This is an optimization exercise on Yosys and OpenROAD, whose aim is small area, a short achievable clock period and few clock cycles per item, not a production implementation.
Function was checked by simulation only, so behaviour that the tests miss may differ from the original.

## v54
Design idct_top, start of the top module:
module idct_top (
	input  logic                 CLOCK_50_I,
	input  logic                 resetn,
	input  logic                 start,
	input  idct_pkg::blk_row_t   block_row,
	input  idct_pkg::blk_col_t   block_col,
	output logic                 busy,
	output logic                 done,
	input  idct_pkg::sram_data_t sram_read_data,
	output idct_pkg::sram_data_t sram_write_data,
	output idct_pkg::sram_addr_t sram_address,
	output logic                 sram_we_n
);
	localparam int L       = 3;               
	localparam int DONE_TC = 146 + L;
	localparam int WR0     = 89 + L;          
	localparam int PIX0    = 81 + L;          
	logic [7:0] tc;
	logic [7:0] ac;                           
	logic [7:0] wc;                           
	logic       accept;
	logic       run;                          
	logic       idle_i;                       
	logic       busy_n;
	logic       we_q;                         
	assign accept    = start && idle_i;
	assign run       = !idle_i && !accept;
	assign busy_n    = accept || (!idle_i && tc != 8'(DONE_TC - 1));
	assign sram_we_n = !we_q;
	always_ff @(posedge CLOCK_50_I or negedge resetn) begin
		if (!resetn) begin
			busy   <= 1'b0;
			idle_i <= 1'b1;
			done   <= 1'b0;
			tc     <= '0;
			ac     <= '0;
			wc     <= '0;
		end else begin
			busy   <= busy_n;
			idle_i <= !busy_n;
			done   <= !accept && !idle_i && tc == 8'(DONE_TC - 1);
			if (accept) begin
				tc  <= 8'd1;
				ac  <= 8'd1;
				wc  <= 8'(1 - 88 - L);
			end else if (!idle_i) begin
				tc  <= tc + 8'd1;
				ac  <= ac + 8'd1;
				wc  <= wc + 8'd1;
			end
		end
	end
	logic [4:0]  rq;
	logic [5:0]  kq;
	logic [13:0] mpos;                        
	logic        rd_a, wr_a;                  
	logic [2:0]  k_a;                         
	logic        rd_first;                    
	logic        rd_second;                   
	logic [13:0] mpos_in;                     
	logic        rd1;
	logic [2:0]  c1;
	logic [15:0] hi;
	logic        wr_load;                     
	logic [2:0]  wr_i;
	logic [1:0]  wr_w;
	assign mpos    = {1'b0, rq, 8'd0} + {3'b0, rq, kq};
	assign mpos_in = {1'b0, block_row, 8'd0} + {3'b0, block_row, block_col};
	assign rd_a = (ac < 8'd64);
	assign wr_a = (wc < 8'd64) && !wc[3];
	assign k_a  = rd_a ? ac[5:3] : wc[2:0];
  ...
Settings: LEC_CHECK=0, ABC_CLOCK_PERIOD_IN_PS=3500, CAP_MARGIN=20, CORE_MARGIN=2, CORE_UTILIZATION=65, CTS_CLUSTER_DIAMETER=100, CTS_CLUSTER_SIZE=30, PLACE_DENSITY=0.8, SETUP_SLACK_MARGIN=5, SLEW_MARGIN=20; clock period 9.0 ns.
standard.sh (not shown) runs the stock make flow with config.mk's settings and CLKGATE_MAP_FILE= SYNTH_SCRIPT=/design/flow/synth_recipe.tcl, a recipe that flattens the netlist after the stock synthesis.
==> flow/flow/run.sh <==
#!/bin/bash
set -euo pipefail
bash standard.sh SETUP_SLACK_MARGIN=6.2 finish > flow_make.log 2>&1
Testbench counts of v54, summed over its fixed seeds: cycles 19,072, blocks 128.
The following lists how v24 was set up differently from v54:
- a change of CORE_UTILIZATION from 65 to 70
- a deleted ABC_CLOCK_PERIOD_IN_PS that had been 3500
- a change of PLACE_DENSITY from 0.8 to 0.85
- an added ABC_AREA of 1
==> run summary <==
- Comparing v24 and v54, post-route fraction of the period consumed by the critical path is higher on v24.
- Compared to v54, v24 was floorplanned on a smaller die.
- v24 vs. v54: overall routed net length grew by 27000 µm, cell area reported after detailed placement shrank by 1.4%, slew at the pin closest to its max-slew limit shrank by 0.14 ns.
- Each of the runs, namely v24 and v54, reached the end of the flow and came out clean.
- v54 → v24: synthesized-area fraction occupied by ao, oa, aoi and oai cells went up 2.7 points; per-instance average area after synthesis went down 2.0 µm²; placeable core region went down 7.7%.
For v42, these inputs were changed with respect to v24:
- swapping 0.85 for 0.65 in PLACE_DENSITY
- swapping 70 for 50 in CORE_UTILIZATION
--- outcome ---
Against v24, v42 comes in 0.60 points lower on sequential share of layout area.
we_q as the critical path launch point was reported by v42, and u_ds.p0_ge2 by v24.
Against v24, v42 reports a global-route met1 utilization that is lower.
Diff v24 -> v42 | path length in cells of the critical path | decrease of 9
Going from v24 to v42, count of clock-buffer cells in the layout grows by 3.
Summary: with v24 as the reference, post-CTS setup buffer count in v42 moved up by a little under 10%.
v42: full flow OK, the timing, DRC and antenna checks passed
Wire length: lower on v42
For the die boundary width, v42 came in 53 µm higher than v24 did.
~same later-pin clock latency in the skew report in v24 and v42


Starting RTL as in the previous note.
clock: 9.0 ns
lec_check: 0
abc_clock_period_in_ps: 3500
cap_margin: 20
core_margin: 2
core_utilization: 65
cts_cluster_diameter: 100
cts_cluster_size: 30
place_density: 0.8
setup_slack_margin: 5
slew_margin: 20
==> flow/flow/run.sh <==
#!/bin/bash
set -euo pipefail
bash standard.sh SETUP_SLACK_MARGIN=6.4 finish > flow_make.log 2>&1
The baseline completed with no timing, DRC or antenna violations.
Testbench counts at the start, summed over its fixed seeds: cycles 19,072, blocks 128.
Next try:
==> flow/flow/run.sh (replaced) <==
#!/bin/bash
set -euo pipefail
bash standard.sh SETUP_SLACK_MARGIN=6.2 finish > flow_make.log 2>&1
Settings changed: ABC_AREA set to 1, ABC_CLOCK_PERIOD_IN_PS 3500 to not set.
The changed run passed the timing, DRC and antenna checks.
Final area fell by 1.9%.
Routed wire length went up by 8.4%.
Worst hold slack gets better by 0.012 ns.
Next try:
==> flow/flow/run.sh (replaced) <==
#!/bin/bash
set -euo pipefail
bash standard.sh SETUP_SLACK_MARGIN=6.5 finish > flow_make.log 2>&1
Settings changed: ABC_AREA 1 to not set, ABC_CLOCK_PERIOD_IN_PS set to 3500, TNS_END_PERCENT set to 10.
=>
- final area is about the same
- count of clock-buffer cells in the layout went up by 3
- wire length went down by a little under a tenth
Next try:
==> flow/flow/run.sh (replaced) <==
#!/bin/bash
set -euo pipefail
bash standard.sh SETUP_SLACK_MARGIN=6.0 finish > flow_make.log 2>&1
Settings changed: TNS_END_PERCENT 10 to not set.
What happened: Synthesized area stays the same; hold slack hardly moves; clock-buffer cell count stays the same; design area falls by 0.49%; via count falls by 1.1%; first-iteration DRC count falls by about 2.8%; non-clock buffer count falls by 17; synthesized cell count does not change; worst setup slack gets better by 0.062 ns; maximum frequency rises by 2.0%; utilization falls by 0.35 points.
Next try:
==> flow/flow/run.sh (replaced) <==
#!/bin/bash
set -euo pipefail
bash standard.sh SETUP_SLACK_MARGIN=6.2 finish > flow_make.log 2>&1
Settings changed: GPL_TIMING_DRIVEN set to 1.
Global-route usage climbs by 0.55 points.
Count of clock-buffer cells in the layout is unchanged.
Setup slack gets better by 0.0046 ns.
First-iteration DRC count stays flat.
Via count climbs by 1.2%.
Synthesized cell count does not change.
Wire length climbs by 3.2%.


## build 71
idct_top, a different RTL version from the one above (not shown whole).
For scale: roughly 1900 flip-flops, roughly 67 I/O pins.
// idct_top
module idct_top (
	input  logic                 CLOCK_50_I,
	input  logic                 resetn,
	input  logic                 start,
	input  idct_pkg::blk_row_t   block_row,
	input  idct_pkg::blk_col_t   block_col,
	output logic                 busy,
	output logic                 done,
	input  idct_pkg::sram_data_t sram_read_data,
	output idct_pkg::sram_data_t sram_write_data,
	output idct_pkg::sram_addr_t sram_address,
	output logic                 sram_we_n
);
export LEC_CHECK = 0
export ABC_CLOCK_PERIOD_IN_PS = 3500
export CAP_MARGIN = 20
export CORE_MARGIN = 2
export CORE_UTILIZATION = 30
export PLACE_DENSITY = 0.5
export SETUP_SLACK_MARGIN = 5
export SLEW_MARGIN = 20
create_clock -name core_clock -period 9.0 [get_ports {CLOCK_50_I}]
==> flow/flow/run.sh <==
#!/bin/bash
set -euo pipefail
bash standard.sh SETUP_SLACK_MARGIN=5.6 finish > flow_make.log 2>&1
Build 71: all stages complete, timing, DRC and antenna checks passed
Testbench counts of build 71, summed over its fixed seeds: cycles 19,456, blocks 128.
> inputs changed (build 71 -> build 17)
Settings: CTS_CLUSTER_SIZE: unset -> 30; CTS_CLUSTER_DIAMETER: unset -> 100.
==> flow/flow/run.sh <==
#!/bin/bash
set -euo pipefail
bash standard.sh SETUP_SLACK_MARGIN=6.2 finish > flow_make.log 2>&1
==> comparison <==
The placed wire-length estimate after detailed placement on build 17 is in line with that on build 71.
NOTE: largest stage delay on the critical path in build 17 exceeds that of build 71
Changes observed in build 17 relative to build 71: clock buffer count now sits lower; area of all placed cells without fillers now sits lower.
Build 17 has completed all stages; timing, DRC and antenna checks passed.
Changes in build 42 relative to build 17:
Settings: CTS_CLUSTER_DIAMETER: 100 -> unset; CTS_CLUSTER_SIZE: 30 -> unset.
==> flow/run.sh (new file) <==
#!/bin/bash
# synth_recipe.tcl (not shown) runs the flow's synth.tcl, then flattens the netlist and writes it again
# the make line also repeats each setting of config.mk as NAME=value (left out here)
make -C /OpenROAD-flow-scripts/flow DESIGN_CONFIG=/design/flow/config.mk WORK_HOME=/design/flow/orfs CLKGATE_MAP_FILE= SYNTH_SCRIPT=/design/flow/synth_recipe.tcl finish
removed: flow/flow/run.sh
removed: flow/standard.sh
Notes after the runs:
- Build 42 ended with every stage complete and zero timing, DRC or antenna violations.
- Met3 layer usage reported by global route: build 42 and build 17 compared, higher one is build 42
- When build 42 is set beside build 17, its number of H-tree levels turns out to be 1 larger.
- Per the comparison of build 42 with build 17, clock-pin slew of the registers on the worst-case setup and hold paths -50 ps; data arrival time of the critical path higher; number of antenna repair diodes saw an increase; wire length on met2 now sits lower; detailed-routed wire length on met3 picked up an extra 44%.
- In terms of max-cap violation count, build 17 and build 42 differ only marginally.
- The standard cells in build 42 occupy more silicon area than those in build 17 do.
Changes in build 6 relative to build 42:
Settings: an added CTS_CLUSTER_DIAMETER of 100; an added CTS_CLUSTER_SIZE of 30.
Looking only at clock-buffer cell count, and setting everything else aside, the higher value of build 42 and build 6 goes to build 42.
| met3 wirelength from detailed routing | build 6 vs build 42 | about 18% lower |
Re maximum fanout along the worst path: no difference whatsoever between build 42 and build 6.
Route | build 6 vs build 42 | wire shorter in build 6
There was hardly any difference in final worst setup slack between build 6 and build 42.

static timing again, ports no longer ideal:
Ports are ideal in the flow. The routed layouts listed here were re-timed in OpenROAD.
Step 1, drivers: a clkbuf_16 drives CLOCK_50_I and a buf_2 each remaining input, both assumed.
Step 2 moves the port delays by t, midway between the first and last clock arrival at a register: inputs arrive t later, outputs are due t later. That takes back most of the time a late clock gives input paths.
a / b / c = ideal ports / drivers / drivers and shift; a / b = the first two.
run	t (ns)	slack for setup (ns)	hold WS [ns]	worst setup path at the end	latest minus earliest clock arrival (ns)
v54	0.720	5.994 / 5.945 / 5.409	0.322 / 0.322 / 0.322	input to register	0.027 / 0.027
v24	0.736	5.936 / 5.925 / 5.556	0.325 / 0.325 / 0.325	input to register	0.048 / 0.048
v42	0.736	5.879 / 5.810 / 5.560	0.312 / 0.312 / 0.312	input to register	0.033 / 0.033
the first run of note 2	0.717	6.012 / 5.951 / 5.310	0.312 / 0.312 / 0.312	input to register	0.035 / 0.034
the second run of note 2	0.723	5.940 / 5.937 / 5.569	0.325 / 0.325 / 0.325	input to register	0.032 / 0.032
the third run of note 2	0.730	5.928 / 5.884 / 5.316	0.323 / 0.323 / 0.323	input to register	0.035 / 0.035
the fourth run of note 2	0.724	5.989 / 5.926 / 5.317	0.324 / 0.324 / 0.324	input to register	0.030 / 0.029
the fifth run of note 2	0.720	5.994 / 5.945 / 5.409	0.322 / 0.322 / 0.322	input to register	0.027 / 0.027
build 71	0.882	5.721 / 5.643 / 5.370	0.272 / 0.272 / 0.272	input to register	0.062 / 0.062
build 17	0.788	5.883 / 5.802 / 5.641	0.309 / 0.309 / 0.309	input to register	0.056 / 0.055
build 42	0.881	5.329 / 5.329 / 5.329	0.272 / 0.272 / 0.272	register to register	0.061 / 0.062
build 6	0.770	5.332 / 5.332 / 5.332	0.322 / 0.322 / 0.322	register to register	0.044 / 0.044
After both steps every run listed still meets setup and hold. The setup slack of the first run of note 2, which loses most, moves by -0.061 ns with the drivers and by -0.702 ns with both steps.
